Context: an optimization exercise on an open-source flow, tuned for small area, a short achievable clock period and few clock cycles per item. The choices shown serve that exercise and are no tape-out recipe. Where RTL was checked, it was by simulation tests only, not by an equivalence proof against the original.

Design rgb_to_hsv_converter, start of the top module:
module rgb_to_hsv_converter (
  input  wire logic        clk_i,
  input  wire logic        rst_ni,
  input  wire logic        in_valid_i,
  output logic             in_stall_o,
  input  wire logic [23:0] in_word_i,
  output logic             out_valid_o,
  input  wire logic        out_stall_i,
  output logic [30:0]      out_word_o
);
For scale: about 61 I/O pins.
clock: 7.5 ns
lec_check: 0
abc_area: 1
cap_margin: 20
core_margin: 2
core_utilization: 60
cts_cluster_diameter: 100
cts_cluster_size: 30
gpl_routability_driven: 0
place_density_lb_addon: 0.1
setup_slack_margin: 4.0
slew_margin: 20
run.sh (not shown) runs the stock make flow with config.mk's settings and CLKGATE_MAP_FILE= SYNTH_SCRIPT=/design/flow/synth_recipe.tcl, a recipe that flattens the netlist after the stock synthesis.
Testbench counts at the start, summed over its fixed seeds: cycles 24,064, pixels 24,000.
Next try:
--- a/flow/config.mk
+++ b/flow/config.mk
@@ -10,7 +10,5 @@
 export CORE_MARGIN = 2
-export CORE_UTILIZATION = 60
+export CORE_UTILIZATION = 55
 export CTS_CLUSTER_DIAMETER = 100
 export CTS_CLUSTER_SIZE = 30
-export GPL_ROUTABILITY_DRIVEN = 0
-export PLACE_DENSITY_LB_ADDON = 0.1
 export SETUP_SLACK_MARGIN = 4.0
Outcome: The new run ran to the end with no violations. Area after synthesis is unchanged. Routed wire length grows by about 1.4%. Synthesized cell count is unchanged.
Next try:
--- a/flow/config.mk
+++ b/flow/config.mk
@@ -10,5 +10,5 @@
 export CORE_MARGIN = 2
-export CORE_UTILIZATION = 55
-export CTS_CLUSTER_DIAMETER = 100
-export CTS_CLUSTER_SIZE = 30
+export CORE_UTILIZATION = 60
+export CTS_CLUSTER_DIAMETER = 90
+export CTS_CLUSTER_SIZE = 36
 export SETUP_SLACK_MARGIN = 4.0
What happened: The new run produced a clean layout; final cell count falls by 0.47%; wire length rises by 0.31%; global-route usage rises by 1.6 points.
Next try:
--- a/flow/config.mk
+++ b/flow/config.mk
@@ -10,5 +10,3 @@
 export CORE_MARGIN = 2
-export CORE_UTILIZATION = 60
-export CTS_CLUSTER_DIAMETER = 90
-export CTS_CLUSTER_SIZE = 36
+export CORE_UTILIZATION = 45
 export SETUP_SLACK_MARGIN = 4.0
After rerunning:
- core utilization drops by 15 points
- routed wire length grows by a few percent
- critical path depth rises by 8

* * *

Another version of the RTL of rgb_to_hsv_converter (not shown whole).
For scale: ~2500 cells after synthesis, roughly 330 flip-flops, ~23000 µm² of cells after synthesis.
==> flow/design.v (excerpt) <==
module rgb_to_hsv_converter (
  input  wire logic        clk_i,
  input  wire logic        rst_ni,
  input  wire logic        in_valid_i,
  output logic             in_stall_o,
  input  wire logic [23:0] in_word_i,
  output logic             out_valid_o,
  input  wire logic        out_stall_i,
  output logic [30:0]      out_word_o
);
==> flow/config.mk <==
export PLATFORM = sky130hd
export DESIGN_NAME = rgb_to_hsv_converter
export DESIGN_NICKNAME = rgb_to_hsv_converter
export VERILOG_FILES = /design/flow/design.v
export SDC_FILE = /design/flow/constraint.sdc
export NUM_CORES = 4
export LEC_CHECK = 0
export ABC_AREA = 1
export CAP_MARGIN = 20
export CORE_MARGIN = 2
export CORE_UTILIZATION = 60
export SETUP_SLACK_MARGIN = 3.9
export SLEW_MARGIN = 20
==> flow/constraint.sdc <==
create_clock -name core_clock -period 7.5 [get_ports {clk_i}]
set_input_delay 1.5000 -clock core_clock [delete_from_list [all_inputs] [get_ports {clk_i}]]
set_output_delay 1.5000 -clock core_clock [all_outputs]
set_load 0.01 [all_outputs]
The baseline went through all stages and came out clean.
Testbench counts at the start, summed over its fixed seeds: cycles 24,064, pixels 24,000.
==> next run, changes <==
--- a/flow/config.mk
+++ b/flow/config.mk
@@ -11,3 +11,4 @@
 export CORE_UTILIZATION = 60
-export SETUP_SLACK_MARGIN = 3.9
+export CTS_BUF_LIST = sky130_fd_sc_hd__clkbuf_4 sky130_fd_sc_hd__clkbuf_8
+export SETUP_SLACK_MARGIN = 4.0
 export SLEW_MARGIN = 20
Routed wire length came out higher by 3.3%.
Worst setup slack is better by 0.13 ns.
Global-route usage increases by 0.70 points.
==> next run, changes <==
--- a/flow/config.mk
+++ b/flow/config.mk
@@ -11,4 +11,3 @@
 export CORE_UTILIZATION = 60
-export CTS_BUF_LIST = sky130_fd_sc_hd__clkbuf_4 sky130_fd_sc_hd__clkbuf_8
-export SETUP_SLACK_MARGIN = 4.0
+export SETUP_SLACK_MARGIN = 4.3
 export SLEW_MARGIN = 20
After rerunning: Via count came out higher by 12%. Sequential cell count does not change. Worst setup slack gets worse by 0.0030 ns.

* * *

run a:
rgb_to_hsv_converter, a different RTL version from the one above (not shown whole).
For scale: about 61 I/O pins, about 0.023 mm2 of cells after synthesis.
## rgb_to_hsv_converter
module rgb_to_hsv_converter (
  input  wire logic        clk_i,
  input  wire logic        rst_ni,
  input  wire logic        in_valid_i,
  output logic             in_stall_o,
  input  wire logic [23:0] in_word_i,
  output logic             out_valid_o,
  input  wire logic        out_stall_i,
  output logic [30:0]      out_word_o
);
make LEC_CHECK=0 ABC_AREA=1 CAP_MARGIN=20 CORE_MARGIN=2 CORE_UTILIZATION=60 SETUP_SLACK_MARGIN=3.6 SLEW_MARGIN=20 finish   # period 7.5 ns
The inputs of run b differ from those of run a as listed below.
- a deleted ABC_AREA that had been 1
==> notes.md <==
Run b vs run a: cell area up
Of the two values seen for critical path launch point, out_stall_i was produced by run a and q3_hn[1] by run b.
Of run b and run a, the lower number of unique standard cell types used by synthesis belongs to run a.
Run b went all the way through synthesis, placement and routing and the layout is clean on timing, DRC and antenna.
Sort run b and run a by fraction of synthesized cell area in xor and xnor cells desc -> top: run b
Function was not checked in any run of this note: the RTL went through the layout flow alone.

* * *

RTL: one of the versions met above, not the one the previous note started from.
Size in the first run: about 2500 cells after synthesis, roughly 330 flip-flops, about 61 I/O pins, roughly 23000 um^2 of cells after synthesis.
==> flow/config.mk <==
export PLATFORM = sky130hd
export DESIGN_NAME = rgb_to_hsv_converter
export DESIGN_NICKNAME = rgb_to_hsv_converter
export VERILOG_FILES = /design/flow/design.v
export SDC_FILE = /design/flow/constraint.sdc
export NUM_CORES = 4
export LEC_CHECK = 0
export ABC_AREA = 1
export CAP_MARGIN = 20
export CORE_MARGIN = 2
export CORE_UTILIZATION = 75
export SETUP_SLACK_MARGIN = 4.0
export SLEW_MARGIN = 20
==> flow/constraint.sdc <==
create_clock -name core_clock -period 7.5 [get_ports {clk_i}]
set_input_delay 1.5000 -clock core_clock [delete_from_list [all_inputs] [get_ports {clk_i}]]
set_output_delay 1.5000 -clock core_clock [all_outputs]
set_load 0.01 [all_outputs]
Testbench counts at the start, summed over its fixed seeds: cycles 24,064, pixels 24,000.
Then changed:
Settings changed: CORE_UTILIZATION 75 to 60, CTS_CLUSTER_DIAMETER from default to 100, CTS_CLUSTER_SIZE from default to 30, SETUP_SLACK_MARGIN 4.0 to 4.1.
The changed run finished clean.
Wire length is lower by about a fifth.
Flip-flop and latch count is unchanged.
Global-route usage decreases by 9.1 points.
Synthesized area stays the same.
Then changed:
Settings changed: SETUP_SLACK_MARGIN 4.1 to 4.0.
Wire length is lower by 2.4%; setup slack loses 0.038 ns; design area is lower by 2.6%; sequential share of layout area is higher by 1.0 points; via count is lower by 2.0%; count of clock-buffer cells in the layout is unchanged; global-route usage is lower by 0.21 points; core utilization is lower by 1.8 points.
Then changed:
Settings changed: CTS_CLUSTER_DIAMETER 100 to default, CTS_CLUSTER_SIZE 30 to default.
Final cell count climbs by about 1.3%.
Register-to-register slack gets worse by 0.02 ns.
Cell area climbs by about 3.3%.
Worst setup slack gets worse by 0.0071 ns.
Area after synthesis does not change.
Utilization climbs by 2.2 points.
Global-route usage climbs by 0.60 points.
Fmax stays flat.
First-iteration DRC count climbs by about 3.5%.
Then changed:
Settings changed: TNS_END_PERCENT from default to 10.
Result: Final area goes down by 1.4%. Global-route usage is about the same. Setup slack gets worse by 0.16 ns. Clock skew is about the same. Sequential share of layout area goes up by 0.55 points. Register-to-register slack gets worse by 0.07 ns.

port drivers added, routing unchanged:
How much do the figures lean on ideal ports? The routed layouts below were timed once more, with nothing changed but the port constraints.
Step 1, drivers: a clkbuf_16 drives clk_i and a buf_2 each remaining input, both assumed.
Step 2, shift: input delay + t, output delay - t, t = (earliest + latest rising clock arrival at the registers) / 2. This alone moves slack from input paths to output paths.
Three values: ideal ports, drivers, drivers and shift; two values: the first two.
| run | shift t [ns] | slack for setup (ns) | hold slack, ns | worst setup path after step 2 | worst data-port slew with drivers (ns) |
|---|---|---|---|---|---|
| the first run of note 1 | 0.571 | 4.049 / 4.026 / 3.559 | 0.408 / 0.408 / 0.408 | input to register | 0.05 |
| the second run of note 1 | 0.574 | 4.085 / 4.049 / 3.535 | 0.423 / 0.423 / 0.423 | input to register | 0.04 |
| the third run of note 1 | 0.577 | 4.015 / 3.971 / 3.491 | 0.422 / 0.422 / 0.422 | input to register | 0.06 |
| the fourth run of note 1 | 0.595 | 4.028 / 4.031 / 3.460 | 0.411 / 0.411 / 0.411 | input to register | 0.04 |
| the first run of note 2 | 0.575 | 3.950 / 3.913 / 3.535 | 0.397 / 0.397 / 0.397 | input to register | 0.04 |
| the second run of note 2 | 0.657 | 4.084 / 4.046 / 3.545 | 0.412 / 0.412 / 0.412 | input to register | 0.04 |
| the third run of note 2 | 0.582 | 4.081 / 4.081 / 3.752 | 0.396 / 0.396 / 0.396 | input to register | 0.04 |
| run a | 0.584 | 3.620 / 3.587 / 3.237 | 0.412 / 0.412 / 0.412 | input to register | 0.04 |
| run b | 0.590 | 3.091 / 3.091 / 3.091 | 0.412 / 0.412 / 0.412 | register to register | 0.04 |
| the first run of note 4 | 0.568 | 3.784 / 3.784 / 3.488 | 0.415 / 0.415 / 0.415 | input to register | 0.04 |
| the second run of note 4 | 0.566 | 4.103 / 4.057 / 3.602 | 0.414 / 0.414 / 0.414 | input to register | 0.06 |
| the third run of note 4 | 0.565 | 4.065 / 4.012 / 3.529 | 0.417 / 0.417 / 0.417 | input to register | 0.06 |
| the fourth run of note 4 | 0.587 | 4.058 / 4.006 / 3.505 | 0.414 / 0.414 / 0.414 | input to register | 0.06 |
| the fifth run of note 4 | 0.587 | 3.901 / 3.870 / 3.440 | 0.412 / 0.412 / 0.412 | input to register | 0.04 |
After both steps every run listed still meets setup and hold. The setup slack of the fourth run of note 1, which loses most, moves by +0.003 ns with the drivers and by -0.568 ns with both steps.
